Source: an optimization exercise on an open RTL-to-GDS flow (aim: small area). Production flows keep margins and buffers that such runs may drop. Function was checked by simulation only, so behaviour that the tests miss may differ from the original.

==> flow/design.v (outline; a module is shown in full before it is edited, if it fits) <==
// module lineWindow: 43 lines
// module convMac: 1895 lines
// module maxPool: 38 lines
// module convPoolTop: 57 lines
module convPoolTop (
    input  logic        clk,
    input  logic        rst,
    input  logic        pixValid,
    input  logic [7:0]  pix,
    input  logic        coefWrite,
    input  logic [3:0]  coefAddr,
    input  logic [15:0] coefData,
    output logic        poolValid,
    output logic [20:0] pool
);
  // ...
==> flow/run.sh <==
#!/bin/bash
# synth_recipe.tcl (not shown) runs the flow's synth.tcl, then flattens the netlist and writes it again
# the make line also repeats each setting of config.mk as NAME=value (left out here)
make -C /OpenROAD-flow-scripts/flow DESIGN_CONFIG=/design/flow/config.mk WORK_HOME=/design/flow/orfs CLKGATE_MAP_FILE= SYNTH_SCRIPT=/design/flow/synth_recipe.tcl finish
==> flow/config.mk <==
export PLATFORM = sky130hd
export DESIGN_NAME = convPoolTop
export DESIGN_NICKNAME = convPoolTop
export VERILOG_FILES = /design/flow/design.v
export SDC_FILE = /design/flow/constraint.sdc
export NUM_CORES = 4
export LEC_CHECK = 0
export ABC_AREA = 1
export CAP_MARGIN = 20
export CORE_MARGIN = 2
export CORE_UTILIZATION = 40
export CTS_BUF_LIST = sky130_fd_sc_hd__clkbuf_4
export SLEW_MARGIN = 20
==> flow/constraint.sdc <==
create_clock -name core_clock -period 7.5 [get_ports {clk}]
set_input_delay 1.5000 -clock core_clock [delete_from_list [all_inputs] [get_ports {clk}]]
set_output_delay 1.5000 -clock core_clock [all_outputs]
set_load 0.01 [all_outputs]
==> flow_summary.json, run 1 <==
{
  "worstPathBufferInverterCount": 5,
  "layout.nets": 2977,
  "slew_headroom_pct": 17.9,
  "tightest_slew_ns": 1.23,
  "place_area_um2": 27400,
  "grt_pass1_vias": 18500,
  "die_height_um": 257,
  "cts-buffers-inserted": 87,
  "num_tap_cells": 846,
  "maxCapViolations": 0,
  "nonClockInverterCount": 559,
  "clk_share_pct": 3.86,
  "synth-xor-area-share_pct": 9.75,
  "initial_core_util_pct": 40.4,
  "crit_path_max_incr_delay_ns": 0.55,
  "final-setup-viol-count": 0,
  "drtIter0Drc": 1610,
  "sh_seq_area_pct": 32.4,
  "ys_types": 40,
  "grt_usage_pct": 24.6,
  "muxShareOfSynthArea_pct": 0,
  "rows": 92,
  "grt-ovfl-total": 0,
  "place_hpwl_um": 64100,
  "routed_wl_um": 79300,
  "post_cts_buffers": 0,
  "root_buffer": "clkbuf_4",
  "worst_slack_ns": 0.306,
  "dp_cells": 3306,
  "ys_seq_area_share_pct": 36.5,
  "yosys.area_share.adder_pct": 29.2,
  "status": "timing/DRC/antenna clean",
  "synth_top_cell_by_area": "edfxtp_1",
  "layout_common_cells": "inv_1, fa_1, edfxtp_1",
  "drive_gt1_share_pct": 10.0,
  "clock_sink_count": 320,
  "cts_max_path_buffers": 3,
  "synthSimpleGateAreaFrac_pct": 6.38
}
==> run 2, diff against run 1 <==
==> flow/flow/run.sh (new file) <==
#!/bin/bash
# Standard synthesis, then the combinational logic mapped again for area
# (flip-flops kept as synthesis made them), then the standard layout.
set -euo pipefail
R=orfs/results/${FLOW_PLATFORM}/convPoolTop/base
LIB=${FLOW_HOME}/platforms/${FLOW_PLATFORM}/lib/sky130_fd_sc_hd__tt_025C_1v80.lib
bash standard.sh synth > synth.log 2>&1
cp $R/1_2_yosys.v std_1_2_yosys.v
python3 flow/netopt.py $LIB std_1_2_yosys.v opt.v > netopt.log 2>&1
DU=""
for c in $(cat flow/dont_use.txt); do DU="$DU -dont_use $c"; done
cat > remap.ys <<EOS
read_liberty -lib $LIB
read_verilog opt.v
hierarchy -top ${FLOW_TOP}
proc; opt_clean
techmap
opt -fast
abc -liberty $LIB $DU -script flow/remap.abc
opt_clean -purge
hilomap -singleton -hicell sky130_fd_sc_hd__conb_1 HI -locell sky130_fd_sc_hd__conb_1 LO
splitnets
opt_clean -purge
insbuf -buf sky130_fd_sc_hd__buf_4 A X
write_verilog -noattr -noexpr -nohex -nodec remap.v
stat -liberty $LIB
EOS
yosys -s remap.ys > remap.log 2>&1
cp remap.v $R/1_2_yosys.v
rm -f $R/1_synth.odb $R/1_synth.sdc
bash standard.sh "BUFFER_PORTS_ARGS=-buffer_cell sky130_fd_sc_hd__buf_1" finish > layout.log 2>&1
==> flow/flow/dont_use.txt (new file) <==
sky130_fd_sc_hd__lpflow_bleeder_1
sky130_fd_sc_hd__lpflow_clkbufkapwr_1
sky130_fd_sc_hd__lpflow_clkbufkapwr_16
sky130_fd_sc_hd__lpflow_clkbufkapwr_2
sky130_fd_sc_hd__lpflow_clkbufkapwr_4
sky130_fd_sc_hd__lpflow_clkbufkapwr_8
sky130_fd_sc_hd__lpflow_clkinvkapwr_1
sky130_fd_sc_hd__lpflow_clkinvkapwr_16
sky130_fd_sc_hd__lpflow_clkinvkapwr_2
sky130_fd_sc_hd__lpflow_clkinvkapwr_4
sky130_fd_sc_hd__lpflow_clkinvkapwr_8
sky130_fd_sc_hd__lpflow_decapkapwr_12
sky130_fd_sc_hd__lpflow_decapkapwr_3
sky130_fd_sc_hd__lpflow_decapkapwr_4
sky130_fd_sc_hd__lpflow_decapkapwr_6
sky130_fd_sc_hd__lpflow_decapkapwr_8
sky130_fd_sc_hd__lpflow_inputiso0n_1
sky130_fd_sc_hd__lpflow_inputiso0p_1
sky130_fd_sc_hd__lpflow_inputiso1n_1
sky130_fd_sc_hd__lpflow_inputiso1p_1
sky130_fd_sc_hd__lpflow_inputisolatch_1
sky130_fd_sc_hd__lpflow_isobufsrc_1
sky130_fd_sc_hd__lpflow_isobufsrc_16
sky130_fd_sc_hd__lpflow_isobufsrc_2
sky130_fd_sc_hd__lpflow_isobufsrc_4
sky130_fd_sc_hd__lpflow_isobufsrc_8
sky130_fd_sc_hd__lpflow_isobufsrckapwr_16
sky130_fd_sc_hd__lpflow_lsbuf_lh_hl_isowell_tap_1
sky130_fd_sc_hd__lpflow_lsbuf_lh_hl_isowell_tap_2
sky130_fd_sc_hd__lpflow_lsbuf_lh_hl_isowell_tap_4
sky130_fd_sc_hd__lpflow_lsbuf_lh_isowell_4
sky130_fd_sc_hd__lpflow_lsbuf_lh_isowell_tap_1
sky130_fd_sc_hd__lpflow_lsbuf_lh_isowell_tap_2
sky130_fd_sc_hd__lpflow_lsbuf_lh_isowell_tap_4
sky130_fd_sc_hd__probe_p_8
sky130_fd_sc_hd__probec_p_8
==> flow/flow/netopt.py (new file) <==
#!/usr/bin/env python3
"""Rewrites a mapped flat netlist for re-mapping: full adders get the input/output
polarity that needs the fewest inverters (a full adder of inverted inputs gives
inverted outputs), inverters are dropped, and every other combinational cell
but full and half adders becomes an assign of its liberty function, for abc to
map again. Flip-flops, adders and tie cells stay as they are, with their names.
usage: netopt.py LIB IN.v OUT.v"""
import re, sys, collections

lib_path, in_path, out_path = sys.argv[1:4]

# ---- liberty: pin directions and functions
lib = open(lib_path).read()
cells = {}
for m in re.finditer(r'\n\s*cell \("(\w+)"\)\s*\{', lib):
    start = m.end()
    depth, i = 1, start
    while depth:
        c = lib[i]
        if c == '{': depth += 1
        elif c == '}': depth -= 1
        i += 1
    body = lib[start:i]
    pins = {}
    for pm in re.finditer(r'\n\s*pin \("(\w+)"\)\s*\{', body):
        ps = pm.end(); d, j = 1, ps
        while d:
            c = body[j]
            if c == '{': d += 1
            elif c == '}': d -= 1
            j += 1
        pb = body[ps:j]
        # only top-level attributes of the pin (before nested groups)
        top = re.sub(r'\{[^{}]*\}', '', pb)
        while re.search(r'\{[^{}]*\}', top):
            top = re.sub(r'\{[^{}]*\}', '', top)
        dm = re.search(r'direction\s*:\s*"?(\w+)"?', top)
        fm = re.search(r'function\s*:\s*"([^"]*)"', top)
        pins[pm.group(1)] = (dm.group(1) if dm else None, fm.group(1) if fm else None)
    ff = bool(re.search(r'\n\s*(ff|latch|statetable)\s*\(', body))
    cells[m.group(1)] = (pins, ff)

# ---- netlist
src = open(in_path).read()
hdr = re.search(r'module\s+(\w+)\s*\((.*?)\);', src, re.S)
top = hdr.group(1)
portlist = hdr.group(2)
decls = re.findall(r'^\s*(input|output)\s*(\[\d+:\d+\])?\s*([^;]+?)\s*;', src, re.M)
ports = []
for d, rng, name in decls:
    ports.append((d, rng or '', name.strip()))
NET = r'(\\\S+\s|[A-Za-z_][\w$]*(?:\[\d+\])?|\d+\'[bh][0-9a-fA-FxXzZ]+)'
insts = []
for m in re.finditer(r'^\s*(sky130_fd_sc_hd__\w+)\s+(\\\S+\s|[A-Za-z_][\w$]*)\s*\((.*?)\);', src, re.M | re.S):
    typ, name, body = m.group(1), m.group(2).strip(), m.group(3)
    conns = {}
    for pm in re.finditer(r'\.(\w+)\(\s*' + NET + r'\s*\)', body):
        conns[pm.group(1)] = pm.group(2).strip()
    insts.append([typ, name, conns])
assert 'assign' not in src, 'assigns not handled'

def is_inv(t): return re.match(r'sky130_fd_sc_hd__(clk)?inv_\d+$', t) is not None
def is_buf(t): return re.match(r'sky130_fd_sc_hd__(clk)?buf_\d+$', t) is not None
def is_fa(t): return re.match(r'sky130_fd_sc_hd__fa_\d+$', t) is not None
def outs_of(t): return [p for p, (d, f) in cells[t][0].items() if d == 'output']

driver = {}
loads = collections.defaultdict(list)
for idx, (t, n, c) in enumerate(insts):
    o = outs_of(t)
    for p, net in c.items():
        if p in o: driver[net] = (idx, p)
        else: loads[net].append((idx, p))
portnets = set()
outports = set()
for d, rng, name in ports:
    if rng:
        hi, lo = map(int, rng[1:-1].split(':'))
        bits = [f'{name}[{k}]' for k in range(lo, hi + 1)]
    else:
        bits = [name]
    portnets.update(bits)
    if d == 'output': outports.update(bits)

# literal of a net through inverters and buffers: (root, parity)
def lit(net):
    par = 0
    seen = 0
    while net in driver and seen < 100:
        idx, p = driver[net]
        t = insts[idx][0]
        if is_inv(t): par ^= 1; net = insts[idx][2]['A']
        elif is_buf(t): net = insts[idx][2]['A']
        else: break
        seen += 1
    return net, par

fas = [i for i, x in enumerate(insts) if is_fa(x[0])]
faout = {}   # net -> fa index
for i in fas:
    for p in ('SUM', 'COUT'):
        if p in insts[i][2]: faout[insts[i][2][p]] = i
pol = {i: 0 for i in fas}

# uses of roots: (root, parity, user fa or None)
def fa_inputs(i):
    return [lit(insts[i][2][p]) for p in ('A', 'B', 'CIN')]
other_uses = []   # literals needed by non-fa, non-inverter/buffer cells and ports
for idx, (t, n, c) in enumerate(insts):
    if is_fa(t) or is_inv(t) or is_buf(t): continue
    o = outs_of(t)
    for p, net in c.items():
        if p not in o: other_uses.append(lit(net))
for net in outports:
    other_uses.append(lit(net))

def cost():
    need = set()
    for i in fas:
        for r, par in fa_inputs(i):
            q = pol[faout[r]] if r in faout else 0
            if par ^ pol[i] ^ q: need.add((r,))
    oc = 0
    for r, par in other_uses:
        q = pol[faout[r]] if r in faout else 0
        if par ^ q and (r, 'o') not in need: need.add((r, 'o'))
    return len(need)

# greedy local search with incremental evaluation per fa neighbourhood
users = collections.defaultdict(list)
for i in fas:
    for r, par in fa_inputs(i):
        users[r].append(i)
otheruse_by_root = collections.defaultdict(list)
for r, par in other_uses:
    otheruse_by_root[r].append(par)
fain = {i: fa_inputs(i) for i in fas}

def comb_root(r):
    if r not in driver: return False
    t = insts[driver[r][0]][0]
    pins, ff = cells[t]
    return not ff and not is_fa(t) and not re.match(r'sky130_fd_sc_hd__(ha|conb)_', t)
combr = {}
def root_cost(r):
    # 1 if some fa input needs r inverted (physically), + 0.6 if non-fa use needs it
    if r not in combr: combr[r] = comb_root(r)
    w = 0.2 if combr[r] else 1
    q = pol[faout[r]] if r in faout else 0
    c = 0
    if any(par ^ pol[i] ^ q for i in users[r] for (rr, par) in fain[i] if rr == r): c += w
    elif any(par ^ q for par in otheruse_by_root[r]): c += 0.6
    return c

def local(i):
    rs = set(r for r, par in fain[i])
    for p in ('SUM', 'COUT'):
        if p in insts[i][2]: rs.add(insts[i][2][p])
    return sum(root_cost(r) for r in rs)

before = cost()
for it in range(20):
    changed = 0
    for i in fas:
        c0 = local(i)
        pol[i] ^= 1
        c1 = local(i)
        if c1 < c0: changed += 1
        else: pol[i] ^= 1
    if not changed: break
after = cost()
print(f'fa {len(fas)} flipped {sum(pol.values())} inverted roots {before} -> {after}', file=sys.stderr)

# ---- emit
out = []
wires = set()
assigns = []
newc = [0]
def fresh(base):
    newc[0] += 1
    return f'_no{newc[0]}_'
phys = {}    # root -> (net, q)
def physof(r):
    if r in faout and pol[faout[r]]:
        return phys[r]
    return (r, 0)
for i in fas:
    if pol[i]:
        for p in ('SUM', 'COUT'):
            if p in insts[i][2]:
                r = insts[i][2][p]
                nn = fresh(r); wires.add(nn)
                phys[r] = (nn, 1)
invnet = {}
def literal_net(r, par):
    net, q = physof(r)
    if par == q: return net
    if net not in invnet:
        nn = fresh(net); wires.add(nn)
        assigns.append(f'  assign {nn} = ~{net}{" " if net.startswith(chr(92)) else ""};')
        invnet[net] = nn
    return invnet[net]

keep = []
for idx, (t, n, c) in enumerate(insts):
    if is_inv(t) or is_buf(t):
        continue
    if is_fa(t):
        nc = {}
        for p in ('A', 'B', 'CIN'):
            r, par = lit(c[p])
            nc[p] = literal_net(r, par ^ pol[idx])
        for p in ('SUM', 'COUT'):
            if p in c:
                nc[p] = phys[c[p]][0] if pol[idx] else c[p]
        keep.append((t, n, nc))
        continue
    pins, ff = cells[t]
    o = outs_of(t)
    funcs = [pins[p][1] for p in o]
    if ff or any(f is None for f in funcs) or re.match(r'sky130_fd_sc_hd__(ha|conb)_', t):
        nc = {}
        for p, net in c.items():
            nc[p] = net if p in o else literal_net(*lit(net))
        keep.append((t, n, nc))
        continue
    for p in o:
        if p not in c: continue
        f = pins[p][1]
        def sub(mm):
            v = literal_net(*lit(c[mm.group(0)]))
            return v + ' ' if v.startswith('\\') else v
        e = re.sub(r'\b[A-Za-z_]\w*\b', sub, f)
        e = e.replace('!', '~').replace('+', '|').replace('*', '&')
        e = re.sub(r'(\\\S+)\s', r'\1 ', e)
        lhs = c[p] + ' ' if c[p].startswith('\\') else c[p]
        assigns.append(f'  assign {lhs} = {e};')

# nets that were driven by dropped inverters/buffers but still needed by name:
# output ports and the logical value of flipped adder outputs
for net in sorted(outports):
    r, par = lit(net)
    ln = literal_net(r, par)
    if ln != net:
        assigns.append(f'  assign {net} = {ln}{" " if ln.startswith(chr(92)) else ""};')
for r, (nn, q) in phys.items():
    # the logical net, if anything refers to it by name in the kept logic
    pass

def declnet(n):
    return n if n.startswith('\\') else n
used = set()
for t, n, c in keep:
    used.update(c.values())
for a in assigns:
    for x in re.findall(r'(\\\S+\s|[A-Za-z_][\w$]*(?:\[\d+\])?)', a[len('  assign '):]):
        used.add(x.strip())
out.append(f'module {top}({portlist});')
for d, rng, name in ports:
    out.append(f'  {d} {rng} {name};')
for w in sorted(used - portnets):
    if w.startswith('\\'): out.append(f'  wire {w} ;')
    elif re.match(r'[A-Za-z_][\w$]*$', w): out.append(f'  wire {w};')
for t, n, c in keep:
    pc = ', '.join(f'.{p}({v}{" " if v.startswith(chr(92)) else ""})' for p, v in c.items())
    nn = n + ' ' if n.startswith('\\') else n
    out.append(f'  {t} {nn} ({pc});')
out += assigns
out.append('endmodule')
open(out_path, 'w').write('\n'.join(out) + '\n')
==> flow/flow/remap.abc (new file) <==
strash
dch
amap
topo
==> flow/standard.sh (new file) <==
#!/bin/bash
# synth_recipe.tcl (not shown) runs the flow's synth.tcl, then flattens the netlist and writes it again
# the make line also repeats each setting of config.mk as NAME=value (left out here)
make -C /OpenROAD-flow-scripts/flow DESIGN_CONFIG=/design/flow/config.mk WORK_HOME=/design/flow/orfs CLKGATE_MAP_FILE= SYNTH_SCRIPT=/design/flow/synth_recipe.tcl "${@:-finish}"
--- a/flow/config.mk
+++ b/flow/config.mk
@@ -11,3 +11,6 @@
 export CORE_UTILIZATION = 40
-export CTS_BUF_LIST = sky130_fd_sc_hd__clkbuf_4
+export CTS_BUF_LIST = sky130_fd_sc_hd__clkbuf_8
+export CTS_CLUSTER_DIAMETER = 60
+export CTS_CLUSTER_SIZE = 15
+export GPL_TIMING_DRIVEN = 0
 export SLEW_MARGIN = 20
removed: flow/run.sh
==> flow_summary.json, run 2 <==
{
  "syn_to_final_growth_pct": 17.0,
  "fmax_mhz": 136,
  "wl_per_cell_um": 25.1,
  "worst_slack_ns": 0.172,
  "die_w_um": 248,
  "hold_viol_final": 0,
  "ff2ff_path_depth": 27,
  "netlist_area_um2": 23700,
  "grt-ovfl-total": 0,
  "drtIter0Drc": 1942,
  "tightest_slew_ns": 1.03,
  "synthCells": 2138,
  "port_buffers": 53,
  "grt_max_degree": 36,
  "die_height_um": 248,
  "io_pins": 54,
  "antenna_found_initial": 7,
  "r2r_slack_ns": 0.17,
  "synth.avg_cell_area_um2": 11.1,
  "vias_per_cell": 5.73,
  "place_ws_ns": -1.20,
  "critPathSlowestCell": "fa_1",
  "min_to": "uMaxPool.last$_DFF_P_",
  "stdcell_count": 3124,
  "seq_area_um2": 9300,
  "required_ns": 8.04,
  "yosysWarnings": 3,
  "hp-start": "uConvMac.convLast$_DFF_P_",
  "grt_usage_pct": 26.4,
  "drv_slew": 0,
  "cts-buffers-inserted": 37,
  "maxCapViolations": 0,
  "r2r_end": "uConvMac.convValue[15]$_DFF_P_",
  "clock_sink_count": 320,
  "largest_reg_flops": 144,
  "fillers": 5326,
  "vias": 17900,
  "drc_errors": 0,
  "min_period_ns": 7.33,
  "crit_path_max_incr_delay_ns": 0.55,
  "worstPathMaxFanout": 8,
  "crit_arrival_ns": 7.87,
  "dp_cells": 2972,
  "setup.worst_path.end_class": "flip-flop",
  "coreArea_um2": 58900,
  "die_area_um2": 61300,
  "fin_area_um2": 27800,
  "slew_headroom_pct": 31.2,
  "worstSkewPairLatency_ns": 0.64,
  "max_flop_register": "uLineWindow.hist",
  "drive_gt1_share_pct": 17.5,
  "place_area_um2": 25100,
  "cts_tree": "built",
  "htreeDepth": 2,
  "status": "timing/DRC/antenna clean",
  "crit_type": "flip-flop to flip-flop",
  "final-setup-viol-count": 0,
  "layout_commonest_cell": "fa_1",
  "gp_congestion": 0.983,
  "rows": 89,
  "layout.nets": 2742,
  "fin_crit_sh_pct": 97.7,
  "grt_pass1_wl_um": 116000,
  "hold_path.class": "flip-flop to flip-flop",
  "cts_max_path_buffers": 3,
  "grt_pass1_vias": 17700,
  "place_hpwl_um": 61100,
  "cts.clk_slew.worst_paths_ns": 0.10,
  "cpMostUsedCell": "fa_1",
  "root_buffer": "clkbuf_8",
  "rsz0062_at_grt": "yes",
  "cp-start-kind": "flip-flop",
  "layout_common_cells": "fa_1, edfxtp_1, o22ai_1",
  "routed_wl_um": 78300,
  "whs_path_depth": 0,
  "drtAntennaViolNets": 0,
  "initial_core_util_pct": 40.3,
  "drt_pass1_iterations": 5,
  "finalHoldWorstSlack_ns": 0.334,
  "reg_top3": "uLineWindow.hist (144), uConvMac.kernel (72)",
  "r2r_start": "uConvMac.kernel[1]$_DFFE_PP_",
  "synth_fp_nets": 2556,
  "finClkSkew_ns": 0.0474,
  "multi_input_comb_area_um2": 14600
}
run 2: layer usage:
layer	vias to the layer above	part of all wire, %	track usage (%)
met5	-	0	0
met4	0	4.0	7.87
met3	144	8.2	4.62
met2	726	46	42.4
met1	8923	41	36.7
li1	8097	-	-
run 2: timing repair:
item,CTS,global route
hold buffers,0,0
pin swaps,19,51
setup endpoints to repair,9,5
resized for setup,175,180
setup buffers,44,42
run 2: final cells by class:
class,instances,area share (%)
Multi-Input combinational cell,1564,52.5
Sequential cell,320,33.5
Timing Repair Buffer,147,3.80
Inverter,252,3.75
Tap cell,773,3.48
Clock buffer,40,1.98
Clock inverter,24,0.937
Buffer,2,0.0540
Antenna cell,2,0.0180
run 2: how the worst max path moves through the flow:
stage	start	end	cells past startpoint
after detailed placement	uConvMac.kernel[1]$_DFFE_PP_	uConvMac.convValue[17]$_DFF_P_	25
after global placement	pixValid	uLineWindow.row[0]$_SDFFE_PP0P_	5
final	uConvMac.kernel[1]$_DFFE_PP_	uConvMac.convValue[15]$_DFF_P_	27
after global routing	uConvMac.kernel[41]$_DFFE_PP_	uConvMac.convValue[18]$_DFF_P_	26
after floorplan	uConvMac.kernel[1]$_DFFE_PP_	uConvMac.convValue[17]$_DFF_P_	24
after CTS	uConvMac.kernel[49]$_DFFE_PP_	uConvMac.convValue[17]$_DFF_P_	26
run 2: per-stage QoR:
| stage | TNS, ns | util (%) |
|---|---|---|
| finish | 0 | 47.2 |
| global route | -0.0482 | 47.2 |
| floorplan | 0 | - |
| CTS | 0 | 45.5 |
| global placement | -48.76 | 42.3 |
| detailed placement | -5.56 | 42.6 |
run 2: critical path: cells and delay by family (launching register included):
kind	cells	cell delay, ns
adder cells (fa/ha/maj)	10	4.55
buffers and inverters	7	0.76
AND/OR/NAND/NOR	3	0.44
AO/OA/AOI/OAI	7	1.08
flip-flops	1	0.39

re-timing with driven ports:
The flow's constraints put no driver on any port. The routed layouts listed below were extracted and timed again, unchanged, in two steps. Step 1: set_driving_cell puts a clkbuf_16 on clk and a buf_2 on each other input, an assumption about the parent block. Step 2 times the ports against the registers' clock, not the clock port: input delays grow and output delays shrink by t, the midpoint of the rising clock arrivals with the driver on. Slacks: ideal ports / drivers / drivers and shift; pairs: ideal ports / drivers.
| run | shift t [ns] | setup WS [ns] | latest minus earliest clock arrival (ns) |
|---|---|---|---|
| run 1 | 0.909 | 0.306 / 0.306 / 0.306 | 0.053 / 0.052 |
| run 2 | 0.679 | 0.172 / 0.172 / 0.172 | 0.051 / 0.050 |
After both steps setup and hold are still met in every run listed.
